From an optimization exercise on the open Yosys and OpenROAD flow, aimed at small area and a short achievable clock period; shortcuts taken in it are not production practice. Function was not checked in any run shown here: the RTL went through the layout flow alone. Power is estimated from default activity; no workload was simulated.

==> flow/design.v, too long to show whole: its modules and the start of the top module <==
// module speed_ramp: 2299 lines
// module fa_cell: 7 lines
// module ha_cell: 7 lines
// module multi_speed_ctrl: 126 lines
module multi_speed_ctrl
#(
    parameter int NUM_CH      = 6,
    parameter int GP_BITS     = 16,
    parameter int DEADBAND    = 4,
    parameter int RAMP_STEP   = 1000,
    parameter int WDOG_CYCLES = 3000
) (
    input  logic                        clk,
    input  logic                        rst_n,
    input  logic                        avail,
    input  logic [7:0]                  data,
    input  logic [32*NUM_CH-1:0]        max_spd,
    output logic [32*NUM_CH-1:0]        tgt_spd,
    output logic [GP_BITS-1:0]          gp_out,
    output logic [8*NUM_CH+GP_BITS-1:0] latched_data,
    output logic                        frame_ok,
    output logic                        frame_err,
    output logic                        timeout
);
  // ...
==> flow/run.sh <==
#!/bin/bash
# synth_recipe.tcl (not shown) runs the flow's synth.tcl, then flattens the netlist and writes it again
# the make line also repeats each setting of config.mk as NAME=value (left out here)
make -C /OpenROAD-flow-scripts/flow DESIGN_CONFIG=/design/flow/config.mk WORK_HOME=/design/flow/orfs CLKGATE_MAP_FILE= SYNTH_SCRIPT=/design/flow/synth_recipe.tcl finish
==> flow/config.mk <==
export PLATFORM = sky130hd
export DESIGN_NAME = multi_speed_ctrl
export DESIGN_NICKNAME = multi_speed_ctrl
export VERILOG_FILES = /design/flow/design.v
export SDC_FILE = /design/flow/constraint.sdc
export NUM_CORES = 4
export LEC_CHECK = 0
export ABC_AREA = 1
export CAP_MARGIN = 20
export CORE_MARGIN = 2
export CORE_UTILIZATION = 40
export SETUP_SLACK_MARGIN = 4.5
export SLEW_MARGIN = 20
export SYNTH_HIERARCHICAL = 1
export SYNTH_MINIMUM_KEEP_SIZE = 0
==> flow/constraint.sdc <==
create_clock -name core_clock -period 8.5 [get_ports {clk}]
set_input_delay 1.7000 -clock core_clock [delete_from_list [all_inputs] [get_ports {clk}]]
set_output_delay 1.7000 -clock core_clock [all_outputs]
set_load 0.01 [all_outputs]
==> flow_summary.toml, run 1 <==
[timing]
min_period_ps = 4010
fin_ws_ps = 4490
fmax_mhz = 249

[logic_synthesis]
synth_top_flop_cell = "dfxtp_1"
synthAdderAreaFrac_pct = 27.5
synth_commonest_cells = "nand2_1, inv_1, xor2_1"
post-synth-top-count-cell = "nand2_1"
async_flop_share_pct = 0
ys_seq_elements = 733
synth_top_family_by_area = "adder cells"

[finish]
drive_gt1_share_pct = 21.9
inverters_excl_clock = 1109
seq_share_pct = 15.4
clk_share_pct = 3.50
final-nonclk-buf-share_pct = 11.1
fin_area_um2 = 101000
final_cell_mix = "nand2_1, inv_1, xor2_1"
reg_top3 = "g_ch.u_ramp.c_q x192, g_ch.u_ramp.s_q x192, g_ch.u_ramp.tgt_q x192"

[power]
power_combinational_uw = 15000
p_per_area_nw_per_um2 = 233

[critical_path]
r2r-end = "g_ch[4].u_ramp.tgt_q[27]"
endpoint = "g_ch[4].u_ramp.tgt_q[27]"
r2r_start = "g_ch[4].u_ramp.tgt_q[6]"

[global_routing]
gr-usage-met3_pct = 3.14
antenna_found_initial = 13

[cts]
numCtsBuffers = 97
postCtsSetupBuffers = 300
clk_latency_ps = 760

[floorplan]
die_y_um = 452
pin_count = 478
n_tap_cell = 2656
num_rows = 164

[placement]
placed_cell_area_um2 = 85700

[run]
max_cap_violations = 0

[detailed_routing]
drtIter0Drc = 5320
drtPass1Iterations = 6
wl_per_cell_um = 21.1
wl_met3_mm = 15.7
via_per_inst = 5.41

[min_path]
worstHoldPathCells = 0
hold_path.class = "reg -> reg"

[status]
status = "no timing/DRC/antenna violations"
==> run 2, diff against run 1 <==
--- a/flow/design.v
+++ b/flow/design.v
@@ -31,17 +31,17 @@
     input  logic [7:0]  mult_i,
     input  logic [31:0] max_spd_i,
     output logic [31:0] tgt_spd_o
 );
     logic [3:0]  one, two, neg;
     logic [32:0] pp0, pp1, pp2, pp3;
     logic [32:0] s_d, c_d, s_q, c_q;
     logic        lc_d, lc_q;
-    logic [31:0] tgt_q, tgt_nx, cmd, up, dn;
+    logic [31:0] tgt_q, ntgt_q, tgt_nx, cmd, up, dn;
     logic [32:0] e;             
     logic        over, under;
     logic s1;
     logic c2;
     logic s3;
     logic c4;
     logic s5;
     logic c6;
@@ -1640,49 +1640,49 @@
     assign y426 = s271 ^ g350;
     assign y427 = s273 ^ g394;
     assign y428 = s275 ^ g368;
     assign y429 = s277 ^ g396;
     assign y430 = s279 ^ g356;
     assign y431 = s281 ^ g398;
     assign y432 = s283 ^ g370;
     assign y433 = s285 ^ g400;
-    fa_cell u_s434 (.a(s_q[0]), .b(c_q[0]), .ci(~tgt_q[0]), .s(s434), .co(c435));
-    fa_cell u_s436 (.a(s_q[1]), .b(c_q[1]), .ci(~tgt_q[1]), .s(s436), .co(c437));
-    fa_cell u_s438 (.a(s_q[2]), .b(c_q[2]), .ci(~tgt_q[2]), .s(s438), .co(c439));
-    fa_cell u_s440 (.a(s_q[3]), .b(c_q[3]), .ci(~tgt_q[3]), .s(s440), .co(c441));
-    fa_cell u_s442 (.a(s_q[4]), .b(c_q[4]), .ci(~tgt_q[4]), .s(s442), .co(c443));
-    fa_cell u_s444 (.a(s_q[5]), .b(c_q[5]), .ci(~tgt_q[5]), .s(s444), .co(c445));
-    fa_cell u_s446 (.a(s_q[6]), .b(c_q[6]), .ci(~tgt_q[6]), .s(s446), .co(c447));
-    fa_cell u_s448 (.a(s_q[7]), .b(c_q[7]), .ci(~tgt_q[7]), .s(s448), .co(c449));
-    fa_cell u_s450 (.a(s_q[8]), .b(c_q[8]), .ci(~tgt_q[8]), .s(s450), .co(c451));
-    fa_cell u_s452 (.a(s_q[9]), .b(c_q[9]), .ci(~tgt_q[9]), .s(s452), .co(c453));
-    fa_cell u_s454 (.a(s_q[10]), .b(c_q[10]), .ci(~tgt_q[10]), .s(s454), .co(c455));
-    fa_cell u_s456 (.a(s_q[11]), .b(c_q[11]), .ci(~tgt_q[11]), .s(s456), .co(c457));
-    fa_cell u_s458 (.a(s_q[12]), .b(c_q[12]), .ci(~tgt_q[12]), .s(s458), .co(c459));
-    fa_cell u_s460 (.a(s_q[13]), .b(c_q[13]), .ci(~tgt_q[13]), .s(s460), .co(c461));
-    fa_cell u_s462 (.a(s_q[14]), .b(c_q[14]), .ci(~tgt_q[14]), .s(s462), .co(c463));
-    fa_cell u_s464 (.a(s_q[15]), .b(c_q[15]), .ci(~tgt_q[15]), .s(s464), .co(c465));
-    fa_cell u_s466 (.a(s_q[16]), .b(c_q[16]), .ci(~tgt_q[16]), .s(s466), .co(c467));
-    fa_cell u_s468 (.a(s_q[17]), .b(c_q[17]), .ci(~tgt_q[17]), .s(s468), .co(c469));
-    fa_cell u_s470 (.a(s_q[18]), .b(c_q[18]), .ci(~tgt_q[18]), .s(s470), .co(c471));
-    fa_cell u_s472 (.a(s_q[19]), .b(c_q[19]), .ci(~tgt_q[19]), .s(s472), .co(c473));
-    fa_cell u_s474 (.a(s_q[20]), .b(c_q[20]), .ci(~tgt_q[20]), .s(s474), .co(c475));
-    fa_cell u_s476 (.a(s_q[21]), .b(c_q[21]), .ci(~tgt_q[21]), .s(s476), .co(c477));
-    fa_cell u_s478 (.a(s_q[22]), .b(c_q[22]), .ci(~tgt_q[22]), .s(s478), .co(c479));
-    fa_cell u_s480 (.a(s_q[23]), .b(c_q[23]), .ci(~tgt_q[23]), .s(s480), .co(c481));
-    fa_cell u_s482 (.a(s_q[24]), .b(c_q[24]), .ci(~tgt_q[24]), .s(s482), .co(c483));
-    fa_cell u_s484 (.a(s_q[25]), .b(c_q[25]), .ci(~tgt_q[25]), .s(s484), .co(c485));
-    fa_cell u_s486 (.a(s_q[26]), .b(c_q[26]), .ci(~tgt_q[26]), .s(s486), .co(c487));
-    fa_cell u_s488 (.a(s_q[27]), .b(c_q[27]), .ci(~tgt_q[27]), .s(s488), .co(c489));
-    fa_cell u_s490 (.a(s_q[28]), .b(c_q[28]), .ci(~tgt_q[28]), .s(s490), .co(c491));
-    fa_cell u_s492 (.a(s_q[29]), .b(c_q[29]), .ci(~tgt_q[29]), .s(s492), .co(c493));
-    fa_cell u_s494 (.a(s_q[30]), .b(c_q[30]), .ci(~tgt_q[30]), .s(s494), .co(c495));
-    fa_cell u_s496 (.a(s_q[31]), .b(c_q[31]), .ci(~tgt_q[31]), .s(s496), .co(c497));
-    ha_cell u_s498 (.a(s_q[32]), .b(~tgt_q[31]), .s(s498), .co(c499));
+    fa_cell u_s434 (.a(s_q[0]), .b(c_q[0]), .ci(ntgt_q[0]), .s(s434), .co(c435));
+    fa_cell u_s436 (.a(s_q[1]), .b(c_q[1]), .ci(ntgt_q[1]), .s(s436), .co(c437));
+    fa_cell u_s438 (.a(s_q[2]), .b(c_q[2]), .ci(ntgt_q[2]), .s(s438), .co(c439));
+    fa_cell u_s440 (.a(s_q[3]), .b(c_q[3]), .ci(ntgt_q[3]), .s(s440), .co(c441));
+    fa_cell u_s442 (.a(s_q[4]), .b(c_q[4]), .ci(ntgt_q[4]), .s(s442), .co(c443));
+    fa_cell u_s444 (.a(s_q[5]), .b(c_q[5]), .ci(ntgt_q[5]), .s(s444), .co(c445));
+    fa_cell u_s446 (.a(s_q[6]), .b(c_q[6]), .ci(ntgt_q[6]), .s(s446), .co(c447));
+    fa_cell u_s448 (.a(s_q[7]), .b(c_q[7]), .ci(ntgt_q[7]), .s(s448), .co(c449));
+    fa_cell u_s450 (.a(s_q[8]), .b(c_q[8]), .ci(ntgt_q[8]), .s(s450), .co(c451));
+    fa_cell u_s452 (.a(s_q[9]), .b(c_q[9]), .ci(ntgt_q[9]), .s(s452), .co(c453));
+    fa_cell u_s454 (.a(s_q[10]), .b(c_q[10]), .ci(ntgt_q[10]), .s(s454), .co(c455));
+    fa_cell u_s456 (.a(s_q[11]), .b(c_q[11]), .ci(ntgt_q[11]), .s(s456), .co(c457));
+    fa_cell u_s458 (.a(s_q[12]), .b(c_q[12]), .ci(ntgt_q[12]), .s(s458), .co(c459));
+    fa_cell u_s460 (.a(s_q[13]), .b(c_q[13]), .ci(ntgt_q[13]), .s(s460), .co(c461));
+    fa_cell u_s462 (.a(s_q[14]), .b(c_q[14]), .ci(ntgt_q[14]), .s(s462), .co(c463));
+    fa_cell u_s464 (.a(s_q[15]), .b(c_q[15]), .ci(ntgt_q[15]), .s(s464), .co(c465));
+    fa_cell u_s466 (.a(s_q[16]), .b(c_q[16]), .ci(ntgt_q[16]), .s(s466), .co(c467));
+    fa_cell u_s468 (.a(s_q[17]), .b(c_q[17]), .ci(ntgt_q[17]), .s(s468), .co(c469));
+    fa_cell u_s470 (.a(s_q[18]), .b(c_q[18]), .ci(ntgt_q[18]), .s(s470), .co(c471));
+    fa_cell u_s472 (.a(s_q[19]), .b(c_q[19]), .ci(ntgt_q[19]), .s(s472), .co(c473));
+    fa_cell u_s474 (.a(s_q[20]), .b(c_q[20]), .ci(ntgt_q[20]), .s(s474), .co(c475));
+    fa_cell u_s476 (.a(s_q[21]), .b(c_q[21]), .ci(ntgt_q[21]), .s(s476), .co(c477));
+    fa_cell u_s478 (.a(s_q[22]), .b(c_q[22]), .ci(ntgt_q[22]), .s(s478), .co(c479));
+    fa_cell u_s480 (.a(s_q[23]), .b(c_q[23]), .ci(ntgt_q[23]), .s(s480), .co(c481));
+    fa_cell u_s482 (.a(s_q[24]), .b(c_q[24]), .ci(ntgt_q[24]), .s(s482), .co(c483));
+    fa_cell u_s484 (.a(s_q[25]), .b(c_q[25]), .ci(ntgt_q[25]), .s(s484), .co(c485));
+    fa_cell u_s486 (.a(s_q[26]), .b(c_q[26]), .ci(ntgt_q[26]), .s(s486), .co(c487));
+    fa_cell u_s488 (.a(s_q[27]), .b(c_q[27]), .ci(ntgt_q[27]), .s(s488), .co(c489));
+    fa_cell u_s490 (.a(s_q[28]), .b(c_q[28]), .ci(ntgt_q[28]), .s(s490), .co(c491));
+    fa_cell u_s492 (.a(s_q[29]), .b(c_q[29]), .ci(ntgt_q[29]), .s(s492), .co(c493));
+    fa_cell u_s494 (.a(s_q[30]), .b(c_q[30]), .ci(ntgt_q[30]), .s(s494), .co(c495));
+    fa_cell u_s496 (.a(s_q[31]), .b(c_q[31]), .ci(ntgt_q[31]), .s(s496), .co(c497));
+    ha_cell u_s498 (.a(s_q[32]), .b(ntgt_q[31]), .s(s498), .co(c499));
     ha_cell u_s500 (.a(s436), .b(c435), .s(s500), .co(c501));
     ha_cell u_s502 (.a(s438), .b(c437), .s(s502), .co(c503));
     ha_cell u_s504 (.a(s440), .b(c439), .s(s504), .co(c505));
     ha_cell u_s506 (.a(s442), .b(c441), .s(s506), .co(c507));
     ha_cell u_s508 (.a(s444), .b(c443), .s(s508), .co(c509));
     ha_cell u_s510 (.a(s446), .b(c445), .s(s510), .co(c511));
     ha_cell u_s512 (.a(s448), .b(c447), .s(s512), .co(c513));
     ha_cell u_s514 (.a(s450), .b(c449), .s(s514), .co(c515));
@@ -2315,18 +2315,19 @@
     assign dn = {d1159, d1158, d1157, d1156, d1155, d1154, d1153, d1152, d1151, d1150, d1149, d1148, d1147, d1146, d1145, d1144, d1143, d1142, d1141, d1140, d1139, y865, y864, y863, y862, y861, y860, y859, y858, y857, y856, tgt_q[0]};
     assign over  = ~e[32] & ((|e[31:10]) | (e[9:0] >= 10'd1000));
     assign under =  e[32] & ~((&e[31:10]) & (e[9:0] >= 10'd23));
     assign tgt_nx = over ? up : under ? dn : cmd;
     always_ff @(posedge clk) begin
         s_q   <= s_d;
         c_q   <= c_d;
         lc_q  <= lc_d;
-        tgt_q <= zero_i ? 32'd0 : tgt_nx;
+        ntgt_q <= zero_i ? 32'hFFFF_FFFF : ~tgt_nx;
     end
+    assign tgt_q     = ~ntgt_q;
     assign tgt_spd_o = tgt_q;
 endmodule
 module fa_cell (
     input  logic a, b, ci,
     output logic s, co
 );
     assign s  = a ^ b ^ ci;
     assign co = (a & b) | (a & ci) | (b & ci);
==> run 2 against run 1 <==
Compared with the run above: still clean on timing, DRC and antenna; synthesized area shrank 0.17%; final area shrank 1.1%; die area shrank 0.17%; sequential cell count is the same; worst hold slack gained 1.4 ps; critical path depth grew 3; combinational power grew 45%; via count grew 2.9%; critical path type unchanged; highest routed layer is now met4.
==> flow_summary.toml, run 2 <==
[critical_path]
worst_path_largest_cell_delay_ps = 470
worst_path_max_delay_cell = "fa_1"
cp_common_cell = "nand2_2"
worstSetupPathType = "reg -> reg"
path_max_fanout = 8
setup.worst_path.end_class = "flop"
required_ps = 9180
cp.arrival_ps = 4730
critPathLaunchType = "flop"

[detailed_routing]
antenna_left = 0
routed_wl_mm = 283
drtIter0Drc = 6382
vias = 74900
wl_per_cell_um = 20.8
drc = 0
drtPass1Iterations = 6
via_per_inst = 5.50

[cts]
numCtsBuffers = 94
clkSinkCount = 733
root_buffer = "clkbuf_16"
cts_tree = "yes"
clockBufferDepth = 3
clk_latency_ps = 750
clk_pin_slew_ps = 60
hold_buffers = 0
htreeDepth = 3

[finish]
final_cell_mix = "nand2_1, inv_1, xor2_1"
drive_gt1_share_pct = 17.3
fin_nets = 12500
layout_commonest_cell = "nand2_1"
synthToLayoutAreaGrowth_pct = 25.4

[logic_synthesis]
synth_edf_count = 68
synthAdderAreaFrac_pct = 27.5
synth-simple-area-share_pct = 20.8
synth_cell_types = 51
synth_top_area_share_pct = 16.6
syn_area_um2 = 80000
async_flop_share_pct = 0
synthMuxAreaShare_pct = 0
synth_top_area_cell = "dfxtp_1"
synth_commonest_cells = "nand2_1, inv_1, xor2_1"
synth_area_leaders = "dfxtp_1, fa_1, ha_1"
ys_seq_elements = 733
synth_top_family_by_area = "adder cells"
yosys_warnings = 8
synth_xor_area_share_pct = 11.0
syn-num-nets = 12000
post-synth-top-count-cell = "nand2_1"
synth_top_flop_cell = "dfxtp_1"
postSynthCellCount = 10400
synth-seq-area-share_pct = 19.2
synth.avg_cell_area_um2 = 7.71
synth_compound_area_share_pct = 11.8

[timing]
min_period_ps = 4060
relSlewSlack_pct = 31.4
fin_skew_ps = 25.3
rsz0062_at_grt = "true"
fmax_mhz = 247
worst_slew_pin_slew_ps = 1030
fin_hold_ws_ps = 449
fin_setup_tns_ps = 0
finalHoldViolations = 0
setup_viol = 0
slew_violations = 0
fin_crit_sh_pct = 47.7

[global_routing]
grt.total_usage_pct = 26.3
overflow = 0
grt_pass1_wl_mm = 423
grt_pass1_vias = 72400
grt_max_degree = 101
antenna_found_initial = 3

[floorplan]
num_rows = 164
die_area_um2 = 204000
start_util_pct = 40.1
core_area_um2 = 199000
pin_count = 478
die_x_um = 451
die_y_um = 451

[min_path]
hold_path.class = "reg -> reg"

[power]
p_per_area_nw_per_um2 = 304
p_leak_uw = 0.0537
finalPower_uw = 30500
ir_drop_uv = 332

[placement]
numPortBuffers = 477
place_congestion = 0.933
hpwlAfterDp_mm = 194

[status]
status = "no timing/DRC/antenna violations"

[run]
max_cap_violations = 0
==> run 2: modules after synthesis, one instance, submodules excluded <==
module	flops+latches	copies in the design
speed_ramp	97	6
multi_speed_ctrl	151	1
fa_cell	0	564
ha_cell	0	606
==> run 2: layer usage <==
metal  up-vias  part of all wire (%)  global-route usage [%]
li1      35200                     -                       -
met1     36000                    41                    33.8
met2      3024                    46                    43.0
met3       652                   7.0                    3.61
met4         0                   5.9                    13.5
met5         -                     0                       0
==> run 2: critical path, delay by kind of cell, from the launching register on <==
kind          cells  cell delay [ps]
flops             1              340
simple gates     23             2080
fa+ha+maj         4             1170
buf+inv           3              400
==> run 2: where the power goes <==
group | internal [uW] | switching (uW) | leakage, uW
Clock | 2540 | 1780 | 0.00159
Sequential | 3860 | 599 | 0.00598
Combinational | 8790 | 13000 | 0.0461
==> run 2: final timing paths <==
kind	endpoint	slack (ps)	cells past startpoint	startpoint
worst max-delay path	g_ch[4].u_ramp.ntgt_q[4]	4440	30	flop
worst min-delay path	shift_q[11]	450	0	shift_q[7]
worst max register to register	g_ch[4].u_ramp.ntgt_q[4]	4440	30	flop
worst min register to register	shift_q[11]	450	0	shift_q[7]
==> run 2: per-stage QoR <==
stage,instance area [um^2],setup slack [ps],util (%),cells
4_1_cts,95600,4380,48.0,13500
3_3_place_gp,85400,2950,42.9,13000
6_report,100000,4440,50.3,13600
3_5_place_dp,85400,2980,42.9,13000
2_1_floorplan,80000,4500,-,10400
5_1_grt,100000,4240,50.3,13600
==> run 2: layout make-up <==
type / instances / area [um^2]
Multi-Input combinational cell: 7964 / 62300
Timing Repair Buffer: 981 / 11500
Clock buffer: 118 / 2580
Antenna cell: 2 / 5.00
Clock inverter: 53 / 701
Fill cell: 18700 / 98900
Inverter: 1099 / 4310
Tap cell: 2656 / 3320
Sequential cell: 733 / 15600
Timing Repair inverter: 13 / 97.6
==> run 2: what timing repair did <==
item	CTS	global route
cloned	93	31
pin swaps	191	372
resized for setup	943	840
endpoints found under the setup margin	647	595
buffers inserted	239	113
==> run 2: cells by family (layout without fill, tap and decap cells) <==
logic type	Yosys count	count (layout)
adders and majority gates	1422	1422
buffers and inverters	1712	2264
AOI/OAI and AO/OA	1615	1616
and+or+nand+nor	3875	3913
DFF	733	733
other	6	8
xor gates and xnor gates	1007	1007

==> separate check: timing with driven ports <==
Ports are ideal in the flow. The routed layouts listed here were re-timed in OpenROAD.
Step 1 assumes that a clkbuf_16 drives the clock port and a buf_2 every other input.
Step 2 moves the port delays by t, midway between the first and last clock arrival at a register: inputs arrive t later, outputs are due t later. That takes back most of the time a late clock gives input paths.
Slacks: ideal / step 1 / step 2; pairs: ideal / step 1.
run | shift t [ns] | slack for setup (ns) | pins driven straight from the clock port
run 1 | 0.830 | 4.488 / 4.443 / 3.704 | 1
run 2 | 0.822 | 4.445 / 4.445 / 3.900 | 1
After both steps setup and hold are still met in every run listed. For run 1, which loses most, drivers alone change the setup slack by -0.045 ns; drivers and shift together by -0.784 ns.
